Background: an optimization exercise with open tools, aiming at small area and few clock cycles per item. Do not read the settings as production practice. Only simulation tests tie the RTL to the original design; equivalence was not proved.

==> run a: inputs <==
==> flow/design.v (excerpt) <==
module banded_temperature_motor_regulator_core #(
  parameter int TEMP_WIDTH = 12,
  parameter int TIME_WIDTH = 32,
  localparam int IN_DW = ((TEMP_WIDTH + TIME_WIDTH + 7) / 8) * 8
) (
  input  logic                              clk,
  input  logic                              rst_n,
  input  logic                              in_tvalid,
  output logic                              in_tready,
  input  logic [IN_DW-1:0]                  in_tdata,
  output logic                              out_tvalid,
  input  logic                              out_tready,
  output logic [brtm_pkg::OUT_DW-1:0]       out_tdata,
  input  logic                              cfg_we,
  input  logic [brtm_pkg::CFG_IDX_W-1:0]    cfg_index,
  input  logic [brtm_pkg::CFG_DATA_W-1:0]   cfg_wdata
);
==> flow/config.mk <==
export PLATFORM = sky130hd
export DESIGN_NAME = banded_temperature_motor_regulator_core
export DESIGN_NICKNAME = banded_temperature_motor_regulator_core
export VERILOG_FILES = /design/flow/design.v
export SDC_FILE = /design/flow/constraint.sdc
export NUM_CORES = 4
export LEC_CHECK = 0
export CAP_MARGIN = 20
export CORE_MARGIN = 2
export CORE_UTILIZATION = 40
export CTS_CLUSTER_DIAMETER = 150
export CTS_CLUSTER_SIZE = 18
export PLACE_DENSITY = 0.6
export SLEW_MARGIN = 20
export SYNTH_HIERARCHICAL = 1
export SYNTH_MINIMUM_KEEP_SIZE = 0
==> flow/constraint.sdc <==
create_clock -name core_clock -period 9.0 [get_ports {clk}]
set_input_delay 1.8000 -clock core_clock [delete_from_list [all_inputs] [get_ports {clk}]]
set_output_delay 1.8000 -clock core_clock [all_outputs]
set_load 0.01 [all_outputs]
standard.sh (not shown) runs the stock make flow with config.mk's settings and CLKGATE_MAP_FILE= SYNTH_SCRIPT=/design/flow/synth_recipe.tcl, a recipe that flattens the netlist after the stock synthesis.
==> flow/flow/run.sh <==
#!/bin/bash
# Layout flow: the standard flow (standard.sh, synthesis unchanged) with
# smaller port buffers and a clock tree without dummy loads. The make output
# goes to standard.log here; ORFS keeps each tool's log under orfs/logs.
export BUFFER_PORTS_ARGS="-buffer_cell sky130_fd_sc_hd__buf_1"
export CTS_ARGS="-sink_clustering_enable -repair_clock_nets -sink_clustering_size 14 -sink_clustering_max_diameter 120 -dont_use_dummy_load -buf_list sky130_fd_sc_hd__clkbuf_8"
bash standard.sh > standard.log 2>&1
==> run b (differences from run a) <==
--- a/flow/design.v
+++ b/flow/design.v
@@ -14,15 +14,15 @@
   localparam logic [CFG_IDX_W-1:0] REG_BAND      = 3'd3;
   localparam logic [CFG_IDX_W-1:0] REG_INTERVAL  = 3'd4;
 endpackage
 `default_nettype wire
 `default_nettype none
 module brtm_front (
   input  wire [11:0] t,
-  input  wire [11:0] pn,
+  input  wire [11:0] prev,
   input  wire [11:0] setpoint,
   input  wire [7:0]  band,
   output wire [2:0]  code
 );
   wire [13:0] dsum;
   brtm_sub13 u_sub (
     .a ({t[11], t}),
@@ -40,21 +40,24 @@
     brtm_maj u_m1 (.a(nx[i]),   .b(band[i]), .c(n1[i]), .y(n1[i+1]));
     brtm_maj u_m2 (.a(nx[i+1]), .b(band[i]), .c(n2[i]), .y(n2[i+1]));
     brtm_maj u_m4 (.a(nx[i+2]), .b(band[i]), .c(n4[i]), .y(n4[i+1]));
   end
   wire a1 = !(n1[8] & (&nx[11:8]));
   wire a2 = !(n2[8] & (&nx[11:9]));
   wire a4 = !(n4[8] & (&nx[11:10]));
-  wire [11:0] tu = {~t[11], t[10:0]};
-  wire [12:0] cs;
-  assign cs[0] = side;
+  wire [11:0] ntu = {t[11], ~t[10:0]};
+  wire [11:0] pu  = {~prev[11], prev[10:0]};
+  wire [12:0] cr, cf;
+  assign cr[0] = 1'b1;
+  assign cf[0] = 1'b0;
   for (i = 0; i < 12; i++) begin : g_slope
-    brtm_maj u_s (.a(tu[i]), .b(pn[i]), .c(cs[i]), .y(cs[i+1]));
+    brtm_maj u_r (.a(pu[i]), .b(ntu[i]), .c(cr[i]), .y(cr[i+1]));
+    brtm_maj u_f (.a(pu[i]), .b(ntu[i]), .c(cf[i]), .y(cf[i+1]));
   end
-  wire slope = cs[12] ^ side;
+  wire slope = side ? cf[12] : !cr[12];
   assign code = a4                ? {side, 2'd1} :
                 (a2 && slope)     ? {side, 2'd2} :
                 (a1 && slope)     ? {side, 2'd3} : 3'b000;
 endmodule
 `default_nettype wire
 `default_nettype none
 module brtm_sel (
@@ -2187,15 +2190,15 @@
   assign dc[0] = 1'b1;
   for (genvar i = 0; i < 8; i++) begin : g_d
     brtm_fa u_fa (.a(hi_r[i]), .b(~lo_r[i]), .c(dc[i]), .s(dd[i]), .co(dc[i+1]));
   end
   always_ff @(posedge clk) d_r <= dd[7:1];
   logic [7:0]  cur_r;
   logic [31:0] last_r;
-  logic [11:0] prev_r;         
+  logic [11:0] prev_r;
   logic [47:0] total_r;
   logic        r0_v, r1_v, r2_v;
   logic [2:0]  r0_code;
   logic [31:0] r0_time;
   logic [39:0] r1_p;
   logic        r1_chg;
   logic [31:0] r2_q;
@@ -2206,26 +2209,26 @@
   assign ld2 = !r2_v || out_tready;
   assign ld1 = !r1_v || ld2;
   assign ld0 = !r0_v || ld1;
   assign in_tready = ld0;
   logic [2:0] code;
   brtm_front u_front (
     .t        (in_tdata[11:0]),
-    .pn       (prev_r),
+    .prev     (prev_r),
     .setpoint (setpoint_r),
     .band     (band_r),
     .code     (code)
   );
   always_ff @(posedge clk) begin
     if (!rst_n) begin
-      prev_r <= 12'h7ff;
+      prev_r <= '0;
       r0_v   <= 1'b0;
     end else if (ld0) begin
       r0_v <= in_tvalid;
-      if (in_tvalid) prev_r <= {in_tdata[11], ~in_tdata[10:0]};
+      if (in_tvalid) prev_r <= in_tdata[11:0];
     end
   end
   always_ff @(posedge clk) begin
     if (ld0) begin
       r0_code <= code;
       r0_time <= in_tdata[43:12];
     end
--- a/flow/config.mk
+++ b/flow/config.mk
@@ -6,11 +6,13 @@
 export NUM_CORES = 4
 export LEC_CHECK = 0
 export CAP_MARGIN = 20
 export CORE_MARGIN = 2
 export CORE_UTILIZATION = 40
 export CTS_CLUSTER_DIAMETER = 150
 export CTS_CLUSTER_SIZE = 18
+export GPL_ROUTABILITY_DRIVEN = 0
+export GPL_TIMING_DRIVEN = 0
 export PLACE_DENSITY = 0.6
 export SLEW_MARGIN = 20
 export SYNTH_HIERARCHICAL = 1
 export SYNTH_MINIMUM_KEEP_SIZE = 0
==> impl_metrics.toml <==
[worst_setup_path]
r2r_slack_ns = 0.83

[die]
die_width_um = 283
fp-row-count = 102

[status]
status = "complete, no violations"

[cells_and_area]
layout.nonclk_buf_share_pct = 4.94
layout_common_cells = "403 x fa_1, 333 x nand2_1, 311 x inv_1"

[timing]
relSlewSlack_pct = 23.1

[global_route]
grt.total_usage_pct = 20.2

[clock_tree]
numCtsBuffers = 24

[detailed_routing]
wl_met1_um = 36900
routed-wl-met2_um = 37100
# the run above: run b

==> impl_metrics.toml <==
[status]
status = "complete, no violations"

[cells_and_area]
layout.nonclk_buf_share_pct = 3.10
layout_common_cells = "403 x fa_1, 328 x nand2_1, 304 x inv_1"

[detailed_routing]
wl_met1_um = 36100

[die]
die_width_um = 282
fp-row-count = 101

[global_route]
grt.total_usage_pct = 19.4

[worst_setup_path]
r2r_slack_ns = 1.13
path_class = "reg2out"
crit_cells = 25
# the run above: run a

Testbench counts of run a, summed over its fixed seeds: cycles 16,096, items 16,000.
Testbench counts of run b, summed over its fixed seeds: cycles 16,096, items 16,000.

-- what the ideal ports hide --
How much do the figures lean on ideal ports? The routed layouts below were timed once more, with nothing changed but the port constraints.
Step 1 (the two cells are an assumption about what drives the block):
set clk [get_ports {clk}]
set_driving_cell -lib_cell sky130_fd_sc_hd__clkbuf_16 $clk
set_driving_cell -lib_cell sky130_fd_sc_hd__buf_2 [delete_from_list [all_inputs] $clk]
Step 2 times the ports against the registers' clock, not the clock port: input delays grow and output delays shrink by t, the midpoint of the rising clock arrivals with the driver on.
a / b / c = no drivers / after step 1 / after step 2; a / b = the first two.
| run | t (ns) | slack for setup (ns) | worst setup path after step 2 |
|---|---|---|---|
| run a | 0.683 | 0.345 / 0.284 / 0.443 | input to register |
| run b | 0.664 | 0.379 / 0.321 / 0.830 | register to register |
After both steps setup and hold are still met in every run listed.
